Background: an optimization exercise with open tools, aiming at small area. Do not read the settings as production practice.
Only simulation tests tie the RTL to the original design; equivalence was not proved.
Power is estimated from default activity; no workload was simulated.

==> flow/design.v (outline; a module is shown in full before it is edited, if it fits) <==
// module voice: 114 lines
// module mixtree: 7157 lines
// module synth_top: 399 lines
module synth_top (
   input  logic        clk_100mhz,
   input  logic        sys_rst,
   input  logic [7:0]  keys,
   output logic        spk,
   output logic [15:0] audio_sample,
   output logic [7:0]  active_voices
);
  // ...
==> flow/flow/run.sh <==
#!/bin/bash
# Layout flow: the standard flow, except that synthesis maps the
# logic with an area-oriented ABC script (flow/abc_area2.script) instead
# of the speed script. The registers must come out exactly as the
# standard synthesis makes them; if they do not, the standard synthesis
# is used instead. Every tool's output goes to a log file in this folder.
set -uo pipefail
HERE=$PWD
R=$HERE/orfs/results/$FLOW_PLATFORM/synth_top/base

bash standard.sh synth > std_synth.log 2>&1 || { echo "standard synthesis failed"; exit 1; }
cp "$R/1_2_yosys.v" "$HERE/ref_1_2_yosys.v"

# 2. the same synthesis with the area ABC script
sed "s|log_cmd abc {\*}\$abc_args|log_cmd abc {*}[lreplace \$abc_args 1 1 $HERE/flow/abc_area2.script]|" \
   "$FLOW_HOME/scripts/synth.tcl" > "$HERE/area_synth_core.tcl"
if ! grep -q "abc_area2.script" "$HERE/area_synth_core.tcl"; then
   echo "could not patch synth.tcl; keeping the standard synthesis" > area_synth.log
else
   sed "s|source \$::env(SCRIPTS_DIR)/synth.tcl|source $HERE/area_synth_core.tcl|" \
      "$HERE/synth_recipe.tcl" > "$HERE/area_synth.tcl"
   mkdir -p "$HERE/std_results"
   cp -p "$R"/1_* "$HERE/std_results/"
   rm -f "$R/1_2_yosys.v" "$R/1_2_yosys.sdc" "$R/1_synth.odb" "$R/1_synth.sdc"
   if bash standard.sh SYNTH_SCRIPT="$HERE/area_synth.tcl" synth > area_synth.log 2>&1 \
      && python3 "$HERE/flow/same_regs.py" "$HERE/ref_1_2_yosys.v" "$R/1_2_yosys.v" > same_regs.log 2>&1; then
      echo "using the area synthesis" >> area_synth.log
   else
      echo "registers differ or synthesis failed; restoring the standard synthesis" >> area_synth.log
      rm -f "$R"/1_*
      cp -p "$HERE/std_results/"1_* "$R/"
   fi
fi

# 3. the rest of the standard flow
bash standard.sh finish > std_finish.log 2>&1 || { echo "layout failed"; exit 1; }
==> flow/flow/abc_area2.script <==
&get -n
&st
&dch
&nf -R 1000
&st
&syn2
&dch
&nf -R 1000
&put
topo
stime -c
==> flow/flow/same_regs.py <==
# exit 0 if two gate-level netlists hold the same registers: same
# instance names, each of the same cell type
import re, sys

def regs(path):
    text = open(path).read()
    out = {}
    for cell, name in re.findall(r'^\s*(sky130_fd_sc_hd__\w*df\w*)\s+(\S+)\s*\(', text, re.M):
        out[name] = cell
    return out

a, b = regs(sys.argv[1]), regs(sys.argv[2])
print(len(a), "registers in the reference,", len(b), "in the area synthesis")
if a != b:
    for k in sorted(set(a) | set(b)):
        if a.get(k) != b.get(k):
            print("differs:", k, a.get(k), b.get(k))
    sys.exit(1)
print("same registers")
==> flow/standard.sh <==
#!/bin/bash
# synth_recipe.tcl (not shown) runs the flow's synth.tcl, then flattens the netlist and writes it again
# the make line also repeats each setting of config.mk as NAME=value (left out here)
make -C /OpenROAD-flow-scripts/flow DESIGN_CONFIG=/design/flow/config.mk WORK_HOME=/design/flow/orfs CLKGATE_MAP_FILE= SYNTH_SCRIPT=/design/flow/synth_recipe.tcl "${@:-finish}"
==> flow/config.mk <==
export PLATFORM = sky130hd
export DESIGN_NAME = synth_top
export DESIGN_NICKNAME = synth_top
export VERILOG_FILES = /design/flow/design.v
export SDC_FILE = /design/flow/constraint.sdc
export NUM_CORES = 4
export LEC_CHECK = 0
export CAP_MARGIN = 20
export CORE_MARGIN = 2
export CORE_UTILIZATION = 55
export CTS_BUF_LIST = sky130_fd_sc_hd__clkbuf_16
export CTS_CLUSTER_DIAMETER = 100
export CTS_CLUSTER_SIZE = 20
export SLEW_MARGIN = 20
==> flow/constraint.sdc <==
create_clock -name core_clock -period 10.0 [get_ports {clk_100mhz}]
set_input_delay 2.0000 -clock core_clock [delete_from_list [all_inputs] [get_ports {clk_100mhz}]]
set_output_delay 2.0000 -clock core_clock [all_outputs]
set_load 0.01 [all_outputs]
==> run summary, run 1 <==
Fill count -> 11700
Maxcap violations -> 0
Crit path time final -> 9.46 ns
DR vias -> 55700
Critical path class -> flip-flop to flip-flop
Syn nets -> 8734
Req. time, crit path -> 10.63 ns
Critical path depth in cells -> 27
P_clk -> 0.00203 W
Cell Area, Synth -> 75000 um2
Fin Hold WS -> 0.330 ns
WL met1 -> 93300 um
Post-synth EDFFs -> 0
Core area -> 135000 um2
Sequential cells -> 755
Post-Syn Area per Cell -> 10.6 um2
Setup crit start kind -> flip-flop
Worst min path class -> flip-flop to flip-flop
Finished layout cell area -> 81400 um2
H-tree depth -> 2
Clk cell area share -> 0.0173
Inverter count -> 720
Fmax -> 106 MHz
Adder-cell share of the synthesized area -> 0.411
Global route overflow -> 0
Yosys warning total -> 9
Nets@finish -> 9072
Sw power -> 0.00208 W
Vias per cell -> 6.05
Port bufs -> 34
Full die area -> 139000 um2
Setup Skew -> 0.0280 ns
Final WL -> 236000 um
Met3 wire length -> 24500 um
Status -> timing/DRC/antenna clean
Yosys reg bits -> 755
Compound-Gate Fraction of Synth Area -> 0.110
Drc violations -> 0
R2R Path End -> ra_q[2]
XOR/XNOR Fraction of Synth Area -> 0.129
Post-synth top cells -> fa_1 (1340), xnor2_1 (984), dfxtp_1 (755)
Synth Area in Simple Gates -> 0.101
==> run 2: changes to the inputs <==
--- a/flow/config.mk
+++ b/flow/config.mk
@@ -11,4 +11,5 @@
 export CTS_BUF_LIST = sky130_fd_sc_hd__clkbuf_16
 export CTS_CLUSTER_DIAMETER = 100
 export CTS_CLUSTER_SIZE = 20
+export PLACE_DENSITY = 0.8
 export SLEW_MARGIN = 20
==> run summary, run 2 <==
Yosys cell types -> 61
Hold_buf cts -> 0
Slack of the worst reg-to-reg path -> 0.43 ns
Routed WL per cell -> 26.0 um
DRT iter0 DRCs -> 6319
Yosys warning total -> 9 (unchanged)
Dpl ws -> 0.424 ns
Full die area -> 139000 um2 (unchanged)
Synth area leaders -> fa_1 (36%), dfxtp_1 (20%), xnor2_1 (11%), a22oi_1 (7.4%), ha_1 (5.4%)
GRT Util Overall -> 0.346
Post-Syn Area per Cell -> 10.6 um2 (unchanged)
Effective utilization at floorplan -> 0.554
Global route hottest layer -> met2
Setup crit start kind -> flip-flop
Post-Route Utilization -> 0.601
Setup Skew -> 0.0302 ns (+0.00220 ns)
Largest delay share family, worst path -> adder cells
First-pass GRT wire length -> 365000 um
Die height -> 373 um
Most common cell after layout, fill and taps aside -> fa_1
Max_slew headroom -> 0.181
Final setup margin -> 0.434 ns
Fmax -> 105 MHz (-1.2%)
First drt pass iteration count -> 7
Final HPWL DP -> 185000 um
GPL Wtd Cong -> 1.11
Pwr Density -> 84.0 nW/um2
Pins over their slew limit -> 0
Remaining antenna violation count -> 0
Critical path capture point type -> flip-flop
Final WL -> 239000 um (+1.1%)
Maximum number of pins on one net before global-route repair -> 46
Asr flop ratio synth -> 0
DR vias -> 57000 (+2.4%)
Yosys top cell area share -> 0.358
Core area -> 135000 um2 (unchanged)
Core Rows -> 135
GR Util met1 -> 0.443
Vias in the first global route -> 59100
Ys flop type -> dfxtp_1
Met2 usage -> 0.529
Initial antenna violation count -> 2
Lkg Pwr -> 24.4 nW
Final period utilization -> 0.957
Clock transition at path regs -> 0.09 ns
Buf/Inv on CP -> 11
Area leader, netlist -> fa_1
Port bufs -> 34 (unchanged)
Post-synth EDFFs -> 0 (unchanged)
Synth-to-Final Area Change -> 8.52%
Yosys reg bits -> 755 (unchanged)
H-tree depth -> 2 (unchanged)
Clock buffer depth -> 3
Layout cell share with drive strength beyond 1 -> 0.0555
CTS buffer count -> 48
Sequential area share after synthesis -> 0.202
Status -> timing/DRC/antenna clean
Req. time, crit path -> 10.59 ns (-0.04 ns)
Nets@finish -> 9068 (-0.044%)
Global route overflow -> 0 (unchanged)
TritonCTS clock tree -> built
Setup Viol. Count Final -> 0
Post-synthesis cell count -> 7063
Final Hold Vio Count -> 0
Syn nets -> 8734 (unchanged)
I/O pins -> 35
Worst min path class -> flip-flop to flip-flop
CTS sink cnt -> 755
Worst VDD drop -> 0.122 mV
Vias per cell -> 6.20 (+2.5%)
Maxcap violations -> 0 (unchanged)
Critical Path AT -> 10.16 ns
Chip width -> 373 um
Clock root cell -> clkbuf_16
Most used cell, CP -> fa_1
Crit path time final -> 9.57 ns (+0.110 ns)
Worst path max stage delay -> 0.42 ns
Most numerous cell in the Yosys netlist -> fa_1
Insertion delay to the later sink of the worst-skew pair -> 0.67 ns
CP max stage cell -> fa_1
Max Fanout on Critical Path -> 7
Cell Area, Synth -> 75000 um2 (unchanged)
Post-synth top cells -> fa_1 (1340), xnor2_1 (984), dfxtp_1 (755)
Worst slew pin tran -> 1.23 ns
M3 GR Usage -> 0.0871
Drc violations -> 0 (unchanged)
Critical path class -> flip-flop to flip-flop
Commonest cells after routing, fill and taps aside -> fa_1 (1340), xnor2_1 (935), dfxtp_1 (748)
[run 2: final cells by class]
cell class	instances	area [um2]
multi-input combinational	5579	57600
clock buffer	50	1250
antenna	4	10.0
sequential	755	15100
fill	11100	53900
inverter	720	2700
timing repair buffer	293	2290
clock inverter	13	144
tap	1781	2230
[run 2: kinds of logic after synthesis]
family | Yosys count | share of synthesized area
xor gates and xnor gates | 1105 | 0.129
buffers and inverters | 729 | 0.0369
AOI/OAI and AO/OA | 1168 | 0.110
adders and majority gates | 1661 | 0.411
muxes | 72 | 0.00980
DFF | 755 | 0.202
and+or+nand+nor | 1573 | 0.101
[run 2: worst register-to-register path, delay by kind of cell, from the launching register on]
kind | cells | cell delay (ns)
AOI/OAI and AO/OA | 2 | 0.26
xor gates and xnor gates | 1 | 0.15
adders and majority gates | 24 | 6.90
buffers and inverters | 11 | 0.79
DFF | 1 | 0.38
and+or+nand+nor | 7 | 1.00
[run 2: power breakdown]
group | internal [W] | switching [W] | total, W | leakage [nW]
clock network | 0.000915 | 0.00109 | 0.00201 | 0.676
logic | 0.000624 | 0.000860 | 0.00148 | 17.6
registers | 0.00320 | 0.000141 | 0.00334 | 6.13
total | 0.00474 | 0.00209 | 0.00683 | 24.4
[run 2: per-layer routing]
layer / vias to the layer above / wire length [um]
met5: - / 29
met4: 4 / 18200
met3: 839 / 26500
met2: 3351 / 105000
met1: 28600 / 88900
li1: 24200 / -
[run 2: worst paths after layout]
kind / from / end / cells after the start
worst max-delay path: gate[0] / u_v0.lv[31] / 45
worst min-delay path: d3[0] / d4[0] / 0
worst max register to register: gate[0] / u_v0.lv[31] / 45
worst min register to register: d3[0] / d4[0] / 0
[run 2: per-stage QoR]
stage / instance area, um2 / power [W] / TNS [ns] / hold WS (ns) / cells
CTS: 81300 / 0.00690 / 0 / 0.328 / 9187
floorplan: 75000 / 0.00446 / 0 / 0.310 / 7063
global placement: 79800 / 0.00481 / 0 / 0.310 / 9124
detailed placement: 79900 / 0.00488 / 0 / 0.312 / 9124
finish: 81400 / 0.00683 / 0 / 0.324 / 9195
global route: 81400 / 0.00722 / -0.0185 / 0.335 / 9191
[run 2: repair_timing]
item                       CTS  global route
gates resized for setup      0            13
buffers inserted             0             0
setup endpoints to repair    0             6
==> run 3: changes to the inputs <==
--- a/flow/config.mk
+++ b/flow/config.mk
@@ -10,6 +10,6 @@
 export CORE_UTILIZATION = 55
 export CTS_BUF_LIST = sky130_fd_sc_hd__clkbuf_16
 export CTS_CLUSTER_DIAMETER = 100
-export CTS_CLUSTER_SIZE = 20
+export CTS_CLUSTER_SIZE = 28
 export PLACE_DENSITY = 0.8
 export SLEW_MARGIN = 20
==> run summary, run 3 <==
Cells on worst reg2reg path -> 27 (-40%)
Port bufs -> 34 (unchanged)
First drt pass iteration count -> 7 (unchanged)
Syn nets -> 8734 (unchanged)
Remaining antenna violation count -> 0 (unchanged)
GPL Wtd Cong -> 1.11 (unchanged)
Post-synth EDFFs -> 0 (unchanged)
Final setup margin -> 0.429 ns (-0.00454 ns)
GRT Util Overall -> 0.347 (+0.00117)
Met3 wire length -> 26500 um (+0.17%)
Setup crit start kind -> flip-flop
Layout cell share with drive strength beyond 1 -> 0.0553 (-0.000127)
Max Used Layer -> met5
Hold_buf cts -> 0 (unchanged)
First-pass GRT wire length -> 366000 um (+0.22%)
Yosys reg bits -> 755 (unchanged)
Worst reg2reg path startpoint -> u_v3.p[1]
Yosys top cell area share -> 0.358 (unchanged)
Final Hold Vio Count -> 0 (unchanged)
Critical path class -> flip-flop to flip-flop
Yosys warning total -> 9 (unchanged)
Worst slew pin tran -> 1.27 ns (+0.0457 ns)
Worst path max stage delay -> 0.83 ns (+0.41 ns)
Req. time, crit path -> 10.63 ns (+0.04 ns)
Slack of the worst reg-to-reg path -> 0.43 ns (about the same)
Critical Path AT -> 10.21 ns (+0.05 ns)
DRT iter0 DRCs -> 6291 (-0.44%)
Setup Viol. Count Final -> 0 (unchanged)
CTS buffer count -> 40 (-17%)
Sequential area share after synthesis -> 0.202 (unchanged)
TritonCTS clock tree -> built
R2R Path End -> ra_q[2]
Asr flop ratio synth -> 0 (unchanged)
Pins over their slew limit -> 0 (unchanged)
Clock root cell -> clkbuf_16
Dpl ws -> 0.424 ns (unchanged)
Clock transition at path regs -> 0.10 ns (about the same)
Core area -> 135000 um2 (unchanged)
Max_slew headroom -> 0.145 (-0.0354)
Insertion delay to the later sink of the worst-skew pair -> 0.69 ns (+0.02 ns)
Routed WL per cell -> 26.0 um (about the same)
Drc violations -> 0 (unchanged)
H-tree depth -> 2 (unchanged)
Post-synthesis cell count -> 7063 (unchanged)
CP max stage cell -> fa_1
Most numerous cell in the Yosys netlist -> fa_1
CTS sink cnt -> 755 (unchanged)
Full die area -> 139000 um2 (unchanged)
Final WL -> 239000 um (about the same)
Global route overflow -> 0 (unchanged)
Clock buffer depth -> 3 (unchanged)
Nets@finish -> 9060 (-0.088%)
Max Fanout on Critical Path -> 16 (+9)
Vias in the first global route -> 59200 (+0.083%)
Die height -> 373 um (unchanged)
Lkg Pwr -> 24.3 nW (-0.10%)
Post-Route Setup TNS -> 0 ns (unchanged)
Maxcap violations -> 0 (unchanged)
Setup Skew -> 0.0429 ns (+0.0127 ns)
Cell Area, Synth -> 75000 um2 (unchanged)
Final period utilization -> 0.957 (about the same)
Met2 Wirelength -> 105000 um (about the same)
Pwr Density -> 84.1 nW/um2 (+0.21%)
Core Rows -> 135 (unchanged)
FF/Latch Area -> 15100 um2 (about the same)
Yosys cell types -> 61 (unchanged)
Chip width -> 373 um (unchanged)
Post-Syn Area per Cell -> 10.6 um2 (unchanged)
Critical path depth in cells -> 27 (-40%)
Effective utilization at floorplan -> 0.554 (unchanged)
Most common cell after layout, fill and taps aside -> fa_1
Critical path capture point type -> flip-flop
Vias per cell -> 6.19 (-0.17%)
Area leader, netlist -> fa_1
Worst min path class -> flip-flop to flip-flop
Synth area leaders -> fa_1 (36%), dfxtp_1 (20%), xnor2_1 (11%), a22oi_1 (7.4%), ha_1 (5.4%)
CP endpoint -> ra_q[2]
Fmax -> 104 MHz (about the same)
Multi-input gate area -> 57600 um2 (about the same)
Crit path time final -> 9.57 ns (+0.00454 ns)
WL met1 -> 88900 um (about the same)
Buf/Inv on CP -> 4 (-7)
Worst VDD drop -> 0.130 mV (+6.6%)
Maximum number of pins on one net before global-route repair -> 46 (unchanged)
Synth-to-Final Area Change -> 8.49% (about the same)
Post-synth top cells -> fa_1 (1340), xnor2_1 (984), dfxtp_1 (755)
Status -> timing/DRC/antenna clean
Fill count -> 11100 (+0.081%)
I/O pins -> 35 (unchanged)
Largest delay share family, worst path -> adder cells
DR vias -> 56900 (-0.20%)
Critical Path Start -> u_v3.p[1]
Ys flop type -> dfxtp_1
Commonest cells after routing, fill and taps aside -> fa_1 (1340), xnor2_1 (936), dfxtp_1 (747)
Most used cell, CP -> fa_1
Initial antenna violation count -> 3 (+1)
Final HPWL DP -> 185000 um (unchanged)
run 3: cell counts after synthesis:
No cell type changed its count.
run 3: area by class of cell:
cell class | count | share of cell area
diodes | 2 | 0.0000615
clock buffers | 42 | 0.0129
clock inverters | 20 | 0.00423
inverters | 720 | 0.0332
multi-input cells | 5579 | 0.708
flip-flops and latches | 755 | 0.186
well taps | 1781 | 0.0274
repair buffers | 293 | 0.0280
run 3: metrics by stage:
step	std cells	instance area, um2	hold slack [ns]	total power (W)	utilization
after CTS	9186	81300	0.330	0.00690	0.601
after global routing	9190	81300	0.338	0.00723	0.601
after global placement	9124	79800	0.310	0.00481	0.590
after detailed placement	9124	79900	0.312	0.00488	0.590
final	9192	81300	0.330	0.00684	0.601
after floorplan	7063	75000	0.310	0.00446	-
run 3: repair_timing:
action | 4_1_cts | 5_1_grt
gates resized for setup | 0 | 14
endpoints found under the setup margin | 0 | 6
buffers inserted | 0 | 2
run 3: cells by family (layout without fill, tap and decap cells):
group | count (synthesis) | after routing | synth area share
xor+xnor | 1105 | 1105 | 0.129
compound gates | 1168 | 1168 | 0.110
simple gates | 1573 | 1573 | 0.101
fa+ha+maj | 1661 | 1661 | 0.411
buf+inv | 729 | 1075 | 0.0369
flops | 755 | 755 | 0.202
other cells | 0 | 2 | 0
mux | 72 | 72 | 0.00980
run 3: worst min-delay path by stage:
stage,start,endpoint,slack (ns),cells past startpoint
floorplan,cnt_q[0],cnt_q2[0],0.31,0
global placement,d3[12],d4[12],0.31,0
detailed placement,d3[2],d4[2],0.31,0
CTS,d3[6],d4[6],0.33,0
global route,d3[6],d4[6],0.34,0
finish,d3[6],d4[6],0.33,0
run 3: worst register-to-register path, delay by kind of cell, from the launching register on:
kind                     cells  cell delay [ns]
adder cells (fa/ha/maj)     15             6.92
AO/OA/AOI/OAI                5             1.04
buffers and inverters        4             0.52
flip-flops                   1             0.48
multiplexers                 1             0.33
XOR/XNOR                     1             0.18
AND/OR/NAND/NOR              1             0.11
run 3: power breakdown:
group	total (W)	internal [W]	leakage, nW	switching, W
sequential	0.00334	0.00320	6.13	0.000141
clock	0.00202	0.000871	0.676	0.00115
combinational	0.00149	0.000625	17.5	0.000861
run 3: per-layer routing:
layer  global-route usage  up-vias
li1                     -    24200
met4                0.217        6
met5                    0        -
met1                0.444    28500
met2                0.530     3322
met3               0.0874      856
==> run 4: changes to the inputs <==
--- a/flow/config.mk
+++ b/flow/config.mk
@@ -8,8 +8,7 @@
 export CAP_MARGIN = 20
 export CORE_MARGIN = 2
 export CORE_UTILIZATION = 55
-export CTS_BUF_LIST = sky130_fd_sc_hd__clkbuf_16
-export CTS_CLUSTER_DIAMETER = 100
-export CTS_CLUSTER_SIZE = 28
-export PLACE_DENSITY = 0.8
+export CTS_BUF_LIST = sky130_fd_sc_hd__clkbuf_8
+export CTS_CLUSTER_DIAMETER = 50
+export CTS_CLUSTER_SIZE = 10
 export SLEW_MARGIN = 20
==> run summary, run 4 <==
Status -> timing/DRC/antenna clean
Post-Syn Area per Cell -> 10.6 um2 (unchanged)
Critical path capture point type -> flip-flop
CP max stage cell -> dfxtp_1
Yosys top cell area share -> 0.358 (unchanged)
Nets@finish -> 9126 (+0.73%)
Finished Layout Cells -> 9302 (+1.2%)
Pins over their slew limit -> 0 (unchanged)
Remaining antenna violation count -> 0 (unchanged)
First-pass GRT wire length -> 365000 um (-0.24%)
Routed WL per cell -> 25.5 um (-1.8%)
Yosys warning total -> 9 (unchanged)
Commonest cells after routing, fill and taps aside -> fa_1 (1339), xnor2_1 (936), dfxtp_1 (746)
Worst slew pin tran -> 1.26 ns (-0.0147 ns)
Synth-to-Final Area Change -> 9.52%
Hold_buf cts -> 0 (unchanged)
Most common cell after layout, fill and taps aside -> fa_1
Critical Path AT -> 10.21 ns (about the same)
CTS sink cnt -> 755 (unchanged)
Most numerous cell in the Yosys netlist -> fa_1
DR vias -> 56100 (-1.5%)
Clock root cell -> clkbuf_8
GRT Util Overall -> 0.347 (about the same)
I/O pins -> 35 (unchanged)
Setup Viol. Count Final -> 0 (unchanged)
Insertion delay to the later sink of the worst-skew pair -> 0.86 ns (+0.17 ns)
Maximum number of pins on one net before global-route repair -> 28 (-39%)
GR Util met1 -> 0.465 (+0.0205)
Crit path time final -> 9.40 ns (-0.175 ns)
Cell Area, Synth -> 75000 um2 (unchanged)
Met2 usage -> 0.528 (-0.00267)
H-tree depth -> 3 (+1)
Initial antenna violation count -> 5 (+2)
Post-Route Setup TNS -> 0 ns (unchanged)
Worst path max stage delay -> 0.52 ns (-0.31 ns)
Die height -> 373 um (unchanged)
Worst min path class -> flip-flop to flip-flop
Core area -> 135000 um2 (unchanged)
Worst VDD drop -> 0.134 mV (+3.4%)
Global route hottest layer -> met2
Setup crit start kind -> flip-flop
Fmax -> 106 MHz (+1.9%)
Synth area leaders -> fa_1 (36%), dfxtp_1 (20%), xnor2_1 (11%), a22oi_1 (7.4%), ha_1 (5.4%)
Yosys cell types -> 61 (unchanged)
Maxcap violations -> 0 (unchanged)
Pwr Density -> 89.4 nW/um2 (+6.3%)
Setup Skew -> 0.0705 ns (+0.0276 ns)
Vias per cell -> 6.03 (-2.7%)
Asr flop ratio synth -> 0 (unchanged)
M3 GR Usage -> 0.0901 (+0.00272)
Full die area -> 139000 um2 (unchanged)
Layout cell share with drive strength beyond 1 -> 0.0676 (+0.0123)
Vias in the first global route -> 57700 (-2.5%)
Ys flop type -> dfxtp_1
DRT iter0 DRCs -> 5408 (-14%)
Final period utilization -> 0.940 (-0.0175)
Core Rows -> 135 (unchanged)
Most used cell, CP -> fa_1
Final WL -> 238000 um (-0.63%)
Max Fanout on Critical Path -> 16 (unchanged)
Req. time, crit path -> 10.81 ns (+0.18 ns)
Post-synth top cells -> fa_1 (1340), xnor2_1 (984), dfxtp_1 (755)
GPL Wtd Cong -> 1.11 (-0.45%)
Post-synth EDFFs -> 0 (unchanged)
Final Hold Vio Count -> 0 (unchanged)
Effective utilization at floorplan -> 0.554 (unchanged)
Drc violations -> 0 (unchanged)
Clock transition at path regs -> 0.07 ns (-0.03 ns)
Max_slew headroom -> 0.161 (+0.0152)
Syn nets -> 8734 (unchanged)
TritonCTS clock tree -> built
Chip width -> 373 um (unchanged)
Cells after DPL -> 9131 (+0.077%)
Final HPWL DP -> 184000 um (-0.99%)
Post-synthesis cell count -> 7063 (unchanged)
Sequential area share after synthesis -> 0.202 (unchanged)
Clock buffer depth -> 3 (unchanged)
Yosys reg bits -> 755 (unchanged)
Area leader, netlist -> fa_1
RSZ-0062 raised after global routing -> false
CTS buffer count -> 103 (+160%)
Lkg Pwr -> 24.8 nW (+2.0%)
Global route overflow -> 0 (unchanged)
Critical path class -> flip-flop to flip-flop
Port bufs -> 34 (unchanged)
First drt pass iteration count -> 8 (+1)
-- run 4: cell families after synthesis --
kind of cell | synth area share
DFF | 0.202
and+or+nand+nor | 0.101
AOI/OAI and AO/OA | 0.110
muxes | 0.00980
xor gates and xnor gates | 0.129
buffers and inverters | 0.0369
adders and majority gates | 0.411
-- run 4: timing repair --
item                       CTS  global route
setup endpoints to repair    0             5
setup buffers                0             0
resized for setup            0            12
-- run 4: final cells by class --
cell class              instances  area, um2
diodes                          6       15.0
clock buffers                 117       1610
clock inverters                48        541
fillers                     11600      53200
inverters                     720       2700
multi-input cells            5579      57600
flip-flops and latches        755      15100
well taps                    1781       2230
repair buffers                296       2300
-- run 4: worst paths after layout --
kind	slack, ns	from	endpoint	cells after the start
worst max-delay path	0.60	u_v4.p[1]	ra_q[2]	27
worst min-delay path	0.32	d3[13]	d4[13]	0
worst max register to register	0.60	u_v4.p[1]	ra_q[2]	27
worst min register to register	0.32	d3[13]	d4[13]	0
-- run 4: worst max-delay path: cells and delay by family, from the launching register on --
kind	cells	cell delay [ns]
adder cells (fa/ha/maj)	15	6.61
AO/OA/AOI/OAI	4	0.77
buffers and inverters	4	0.62
flip-flops	1	0.52
AND/OR/NAND/NOR	2	0.35
multiplexers	1	0.32
XOR/XNOR	1	0.17
-- run 4: metrics by stage --
step	area, um2	total power (W)	util	setup slack (ns)	hold WS [ns]
3_3_place_gp	79900	0.00484	0.590	0.643	0.310
4_1_cts	82000	0.00746	0.606	0.401	0.324
3_5_place_dp	79900	0.00487	0.590	0.485	0.312
2_1_floorplan	75000	0.00446	-	0.374	0.310
6_report	82100	0.00734	0.607	0.604	0.322
5_1_grt	82100	0.00781	0.607	0.0158	0.334
-- run 4: metal layers --
layer  routed length (um)  part of all wire
met1                93900              0.40
met2               105000              0.44
met3                25100              0.11
met4                13300             0.056
met5                   23          0.000097
-- run 4: power by group --
group	internal [W]	switching, W	leakage (nW)	total, W
clock network	0.00131	0.00124	1.13	0.00255
logic	0.000614	0.000833	17.6	0.00145
registers	0.00320	0.000139	6.13	0.00334
==> run 5: changes to the inputs <==
==> flow/config.mk (replaced) <==
export PLATFORM = sky130hd
export DESIGN_NAME = synth_top
export DESIGN_NICKNAME = synth_top
export VERILOG_FILES = /design/flow/design.v
export SDC_FILE = /design/flow/constraint.sdc
export NUM_CORES = 4
export LEC_CHECK = 0
export CAP_MARGIN = 10
export CORE_MARGIN = 2
export CORE_UTILIZATION = 55
export CTS_BUF_LIST = sky130_fd_sc_hd__clkbuf_16
export CTS_CLUSTER_DIAMETER = 100
export CTS_CLUSTER_SIZE = 20
export SLEW_MARGIN = 10
==> run summary, run 5 <==
Status -> timing/DRC/antenna clean
Largest family of logic cells by synthesized area -> adder cells
Pins over their slew limit -> 0 (unchanged)
Sequential area share after synthesis -> 0.202 (unchanged)
Yosys cell types -> 61 (unchanged)
Final total power -> 0.00682 W (-7.2%)
H-tree depth -> 2 (-1)
Vias per cell -> 6.05 (+0.43%)
Core Rows -> 135 (unchanged)
Area leader, netlist -> fa_1
Setup Viol. Count Final -> 0 (unchanged)
Layout cell share with drive strength beyond 1 -> 0.0545 (-0.0131)
Critical path depth in cells -> 27 (unchanged)
Maxcap violations -> 0 (unchanged)
Initial antenna violation count -> 4 (-1)
Synth Area in Simple Gates -> 0.101 (unchanged)
Pwr Density -> 83.8 nW/um2 (-6.3%)
Post-Route Setup TNS -> 0 ns (unchanged)
Worst VDD drop -> 0.128 mV (-5.1%)
Post-synth EDFFs -> 0 (unchanged)
Adder-cell share of the synthesized area -> 0.411 (unchanged)
Worst min path class -> flip-flop to flip-flop
Req. time, crit path -> 10.63 ns (-0.18 ns)
Core area -> 135000 um2 (unchanged)
Nets@finish -> 9071 (-0.60%)
Asr flop ratio synth -> 0 (unchanged)
Fill count -> 11700 (+0.40%)
Fmax -> 106 MHz (-0.40%)
Final Hold Vio Count -> 0 (unchanged)
Setup crit start kind -> flip-flop
Drc violations -> 0 (unchanged)
Hold Path Cell Cnt -> 0 (unchanged)
Max Fanout on Critical Path -> 16 (unchanged)
Clock buffer depth -> 3 (unchanged)
DRT iter0 DRCs -> 5225 (-3.4%)
Post-synthesis cell count -> 7063 (unchanged)
GPL Wtd Cong -> 1.11 (unchanged)
Synth area leaders -> fa_1 (36%), dfxtp_1 (20%), xnor2_1 (11%), a22oi_1 (7.4%), ha_1 (5.4%)
Final HPWL DP -> 184000 um (unchanged)
Critical path capture point type -> flip-flop
CTS sink cnt -> 755 (unchanged)
I/O pins -> 35 (unchanged)
Final period utilization -> 0.943 (+0.00376)
Compound-Gate Fraction of Synth Area -> 0.110 (unchanged)
Worst path max stage delay -> 0.53 ns (about the same)
XOR/XNOR Fraction of Synth Area -> 0.129 (unchanged)
Mux cell area share after synthesis -> 0.00980 (unchanged)
CP max stage cell -> fa_1
Post-CTS Setup Bufs -> 0 (unchanged)
Most common cell after layout, fill and taps aside -> fa_1
Effective utilization at floorplan -> 0.554 (unchanged)
Clock root cell -> clkbuf_16
Largest delay share family, worst path -> adder cells
Chip width -> 373 um (unchanged)
Remaining antenna violation count -> 0 (unchanged)
Cells on worst reg2reg path -> 27 (unchanged)
TritonCTS clock tree -> built
Final WL -> 237000 um (-0.29%)
DR vias -> 55700 (-0.69%)
Setup Skew -> 0.0267 ns (-0.0438 ns)
Die height -> 373 um (unchanged)
Vias in the first global route -> 57300 (-0.74%)
Multi-input gate area -> 57600 um2 (about the same)
Port bufs -> 34 (unchanged)
Full die area -> 139000 um2 (unchanged)
Maximum number of pins on one net before global-route repair -> 28 (unchanged)
GRT Util Overall -> 0.345 (-0.00195)
Syn nets -> 8734 (unchanged)
Crit path time final -> 9.43 ns (+0.0376 ns)
Clock transition at path regs -> 0.08 ns (about the same)
Cells after DPL -> 9131 (unchanged)
Critical path class -> flip-flop to flip-flop
Yosys reg bits -> 755 (unchanged)
Most used cell, CP -> fa_1
Worst slew pin tran -> 1.35 ns (+0.0891 ns)
Lkg Pwr -> 24.4 nW (-1.7%)
Buf/Inv on CP -> 4 (unchanged)
Commonest cells after routing, fill and taps aside -> fa_1 (1339), xnor2_1 (936), dfxtp_1 (752)
Ys flop type -> dfxtp_1
Most numerous cell in the Yosys netlist -> fa_1
Routed WL per cell -> 25.8 um (+0.84%)
FF/Latch Area -> 15100 um2 (about the same)
Finished Layout Cells -> 9198 (-1.1%)
First-pass GRT wire length -> 364000 um (-0.34%)
Post-Syn Area per Cell -> 10.6 um2 (unchanged)
Yosys warning total -> 9 (unchanged)
Critical Path AT -> 10.06 ns (-0.15 ns)
Synth-to-Final Area Change -> 8.49%
Yosys top cell area share -> 0.358 (unchanged)
Global route overflow -> 0 (unchanged)
First drt pass iteration count -> 6 (-2)
Cell Area, Synth -> 75000 um2 (unchanged)
Insertion delay to the later sink of the worst-skew pair -> 0.68 ns (-0.18 ns)
Post-synth top cells -> fa_1 (1340), xnor2_1 (984), dfxtp_1 (755)
RSZ-0062 raised after global routing -> false
Max_slew headroom -> 0.101 (-0.0599)
CTS buffer count -> 48 (-53%)
-- run 5: changes by cell type in the layout (fill, tap and decap cells not counted), sizes merged --
| cell | delta |
|---|---|
| clkbuf | -69 |
| clkinv | -13 |
| bufinv | -8 |
| clkinvlp | -5 |
| inv | -5 |
| diode | -4 |
-- run 5: path summary, 6_finish.rpt --
kind              slack (ns)  endpoint  startpoint
setup / recovery        0.57   ra_q[2]   u_v4.p[1]
setup reg to reg        0.57   ra_q[2]   u_v4.p[1]
hold / removal          0.33     d4[8]       d3[8]
hold reg to reg         0.33     d4[8]       d3[8]
-- run 5: stage by stage --
step                 util  worst slack, ns  hold slack (ns)  cell area (um2)
floorplan               -            0.374            0.310            75000
global placement    0.590            0.643            0.310            79900
detailed placement  0.590            0.485            0.312            79900
CTS                 0.601            0.446            0.329            81300
global route        0.601          0.00878            0.338            81300
finish              0.601            0.567            0.330            81300
-- run 5: final cells by class --
class / count / share of cell area
Multi-Input combinational cell: 5579 / 0.708
Clock buffer: 48 / 0.0148
Sequential cell: 755 / 0.186
Inverter: 720 / 0.0332
Clock inverter: 17 / 0.00254
Timing Repair Buffer: 296 / 0.0283
Tap cell: 1781 / 0.0274
Antenna cell: 2 / 0.0000615
-- run 5: cell families after synthesis --
logic type                 count (synthesis)
AOI/OAI and AO/OA                       1168
buffers and inverters                    729
xor gates and xnor gates                1105
muxes                                     72
DFF                                      755
adders and majority gates               1661
and+or+nand+nor                         1573
-- run 5: timing repair --
action                     in CTS  in global routing
hold buffers                    0                  0
hold endpoints to repair        0                  0
setup endpoints to repair       0                  4
resized for setup               0                  9
-- run 5: layer usage --
layer	part of all wire	GRT usage	up-vias
met3	0.10	0.0818	559
met2	0.45	0.530	2786
li1	-	-	24200
met5	0.000055	0	-
met4	0.054	0.159	2
met1	0.40	0.465	28100
-- run 5: power by group --
group,total (W),leakage [nW],internal [W],switching [W]
sequential,0.00334,6.12,0.00320,0.000139
clock,0.00204,0.699,0.000919,0.00112
combinational,0.00144,17.6,0.000614,0.000830
total,0.00682,24.4,0.00473,0.00209
-- run 5: worst reg2reg max path: stages (launching register included) --
cell	delay, ns
dfxtp_1	0.52
ha_1	0.21
buf_4	0.22
a22oi_1	0.11
xnor2_1	0.17
mux2_1	0.32
fa_1	0.46
fa_1	0.46
fa_1	0.48
fa_1	0.45
fa_1	0.46
fa_1	0.46
fa_1	0.43
fa_1	0.46
fa_1	0.46
fa_1	0.47
nor4_1	0.22
nand4_1	0.14
a2111oi_0	0.36
o21ai_0	0.14
o21a_1	0.17
fa_1	0.50
clkinv_1	0.29
fa_1	0.53
fa_1	0.37
clkinv_1	0.07
fa_1	0.41
clkinv_1	0.06
==> run 6: changes to the inputs <==
--- a/flow/config.mk
+++ b/flow/config.mk
@@ -5,10 +5,10 @@
 export SDC_FILE = /design/flow/constraint.sdc
 export NUM_CORES = 4
 export LEC_CHECK = 0
-export CAP_MARGIN = 10
+export CAP_MARGIN = 0
 export CORE_MARGIN = 2
 export CORE_UTILIZATION = 55
 export CTS_BUF_LIST = sky130_fd_sc_hd__clkbuf_16
 export CTS_CLUSTER_DIAMETER = 100
 export CTS_CLUSTER_SIZE = 20
-export SLEW_MARGIN = 10
+export SLEW_MARGIN = 0
==> run summary, run 6 <==
Maxcap violations -> 0 (unchanged)
Req. time, crit path -> 10.63 ns (about the same)
DR vias -> 55700 (unchanged)
Vias per cell -> 6.05 (unchanged)
Insertion delay to the later sink of the worst-skew pair -> 0.68 ns (about the same)
Critical path class -> flip-flop to flip-flop
Maximum number of pins on one net before global-route repair -> 28 (unchanged)
Hold_sp -> d3[8]
Setup Skew -> 0.0267 ns (unchanged)
Effective utilization at floorplan -> 0.554 (unchanged)
Layout cell share with drive strength beyond 1 -> 0.0545 (unchanged)
TritonCTS clock tree -> built
Syn nets -> 8734 (unchanged)
Final setup margin -> 0.567 ns (unchanged)
Cells after DPL -> 9131 (unchanged)
Nets@finish -> 9071 (unchanged)
Pins over their slew limit -> 0 (unchanged)
Lkg Pwr -> 24.4 nW (unchanged)
Final period utilization -> 0.943 (unchanged)
Core Rows -> 135 (unchanged)
Asr flop ratio synth -> 0 (unchanged)
CP max stage cell -> fa_1
Largest delay share family, worst path -> adder cells
Post-Route Setup TNS -> 0 ns (unchanged)
Post-CTS Setup Bufs -> 0 (unchanged)
Dpl ws -> 0.485 ns (unchanged)
Sequential area share after synthesis -> 0.202 (unchanged)
Ys flop type -> dfxtp_1
Setup Viol. Count Final -> 0 (unchanged)
CTS sink cnt -> 755 (unchanged)
Crit path time final -> 9.43 ns (unchanged)
Critical Path AT -> 10.06 ns (about the same)
Fmax -> 106 MHz (unchanged)
Max Fanout on Critical Path -> 16 (unchanged)
Port bufs -> 34 (unchanged)
Fin Hold WS -> 0.330 ns (unchanged)
Post-Syn Area per Cell -> 10.6 um2 (unchanged)
First drt pass iteration count -> 6 (unchanged)
Worst min path class -> flip-flop to flip-flop
Yosys reg bits -> 755 (unchanged)
Chip width -> 373 um (unchanged)
Yosys top cell area share -> 0.358 (unchanged)
Area of placed instances -> 79900 um2 (unchanged)
First-pass GRT wire length -> 364000 um (unchanged)
Worst path max stage delay -> 0.53 ns (about the same)
Synth area leaders -> fa_1 (36%), dfxtp_1 (20%), xnor2_1 (11%), a22oi_1 (7.4%), ha_1 (5.4%)
Critical path capture point type -> flip-flop
Synth-to-Final Area Change -> 8.49% (unchanged)
Routed WL per cell -> 25.8 um (unchanged)
Drc violations -> 0 (unchanged)
Finished layout cell area -> 81300 um2 (unchanged)
Cell Area, Synth -> 75000 um2 (unchanged)
Most used cell, CP -> fa_1
Commonest cells after routing, fill and taps aside -> fa_1 (1339), xnor2_1 (936), dfxtp_1 (752)
GRT Util Overall -> 0.345 (unchanged)
Final HPWL DP -> 184000 um (unchanged)
Most common cell after layout, fill and taps aside -> fa_1
Final Hold Vio Count -> 0 (unchanged)
Area leader, netlist -> fa_1
Worst reg2reg path startpoint -> u_v4.p[1]
Worst VDD drop -> 0.128 mV (unchanged)
Vias in the first global route -> 57300 (unchanged)
Post-synthesis cell count -> 7063 (unchanged)
Global route overflow -> 0 (unchanged)
Remaining antenna violation count -> 0 (unchanged)
Core area -> 135000 um2 (unchanged)
Critical Path Start -> u_v4.p[1]
Final WL -> 237000 um (unchanged)
Pwr Density -> 83.8 nW/um2 (unchanged)
Finished Layout Cells -> 9198 (unchanged)
H-tree depth -> 2 (unchanged)
Die height -> 373 um (unchanged)
I/O pins -> 35 (unchanged)
Worst slew pin tran -> 1.35 ns (unchanged)
RSZ-0062 raised after global routing -> false
Clock root cell -> clkbuf_16
Initial antenna violation count -> 4 (unchanged)
GPL Wtd Cong -> 1.11 (unchanged)
Yosys cell types -> 61 (unchanged)
DRT iter0 DRCs -> 5225 (unchanged)
Status -> timing/DRC/antenna clean
Max_slew headroom -> 0.101 (unchanged)
CTS buffer count -> 48 (unchanged)
Setup crit start kind -> flip-flop
Post-synth top cells -> fa_1 (1340), xnor2_1 (984), dfxtp_1 (755)
Buf/Inv on CP -> 4 (unchanged)
Post-synth EDFFs -> 0 (unchanged)
Yosys warning total -> 9 (unchanged)
Clock buffer depth -> 3 (unchanged)
Full die area -> 139000 um2 (unchanged)
Clock transition at path regs -> 0.08 ns (about the same)
Most numerous cell in the Yosys netlist -> fa_1
[run 6: worst register-to-register path, stage by stage, from the launching register on]
cell       delay [ns]
dfxtp_1          0.52
ha_1             0.21
buf_4            0.22
a22oi_1          0.11
xnor2_1          0.17
mux2_1           0.32
fa_1             0.46
fa_1             0.46
fa_1             0.48
fa_1             0.45
fa_1             0.46
fa_1             0.46
fa_1             0.43
fa_1             0.46
fa_1             0.46
fa_1             0.47
nor4_1           0.22
nand4_1          0.14
a2111oi_0        0.36
o21ai_0          0.14
o21a_1           0.17
fa_1             0.50
clkinv_1         0.29
fa_1             0.53
fa_1             0.37
clkinv_1         0.07
fa_1             0.41
clkinv_1         0.06
[run 6: cell families after synthesis]
logic type	synth area share
adder cells (fa/ha/maj)	0.411
AND/OR/NAND/NOR	0.101
AO/OA/AOI/OAI	0.110
XOR/XNOR	0.129
flip-flops	0.202
buffers and inverters	0.0369
multiplexers	0.00980
[run 6: layout make-up]
class                           count  area, um2
Antenna cell                        2       5.00
Fill cell                       11700      54000
Clock inverter                     17        206
Tap cell                         1781       2230
Inverter                          720       2700
Timing Repair Buffer              296       2300
Sequential cell                   755      15100
Multi-Input combinational cell   5579      57600
Clock buffer                       48       1200
[run 6: through the flow]
| stage | total power [W] | utilization |
|---|---|---|
| after global placement | 0.00484 | 0.590 |
| after floorplan | 0.00446 | - |
| final | 0.00682 | 0.601 |
| after detailed placement | 0.00487 | 0.590 |
| after CTS | 0.00693 | 0.601 |
| after global routing | 0.00726 | 0.601 |
[run 6: what timing repair did]
item	CTS	global route
resized for setup	0	9
setup endpoints to repair	0	4
hold endpoints to repair	0	0
hold buffers	0	0
[run 6: worst paths after layout]
path | cells past startpoint | slack [ns] | end
max | 27 | 0.57 | ra_q[2]
min reg2reg | 0 | 0.33 | d4[8]
min | 0 | 0.33 | d4[8]
max reg2reg | 27 | 0.57 | ra_q[2]
[run 6: layer usage]
layer	GRT usage	wire length, um	up-vias
li1	-	-	24200
met1	0.465	93700	28100
met2	0.530	106000	2786
met3	0.0818	24500	559
met4	0.159	12800	2
met5	0	13	-
[run 6: report_power, final]
group	leakage, nW	internal, W	switching, W
registers	6.12	0.00320	0.000139
logic	17.6	0.000614	0.000830
clock network	0.699	0.000919	0.00112
total	24.4	0.00473	0.00209

[what the ideal ports hide]
No port has a modelled driver above. Below, the same layouts with a new extraction and two added sets of constraints.
Step 1 assumes that a clkbuf_16 drives the clock port and a buf_2 every other input.
Step 2 also shifts input and output timing later by t, the mid clock arrival at the registers, as if the neighbouring blocks saw the same clock.
a / b / c = ideal / step 1 / step 2; a / b = the first two.
run | t, ns | setup slack, ns | worst setup path at the end | worst register clock-pin slew, ns
run 1 | 0.749 | 0.544 / 0.544 / 0.544 | register to register | 0.09 / 0.09
run 2 | 0.732 | 0.434 / 0.434 / 0.434 | register to register | 0.09 / 0.09
run 3 | 0.746 | 0.429 / 0.429 / 0.429 | register to register | 0.11 / 0.11
run 4 | 0.895 | 0.604 / 0.604 / 0.604 | register to register | 0.07 / 0.07
run 5 | 0.750 | 0.567 / 0.567 / 0.567 | register to register | 0.09 / 0.09
run 6 | 0.750 | 0.567 / 0.567 / 0.567 | register to register | 0.09 / 0.09
After both steps setup and hold are still met in every run listed.
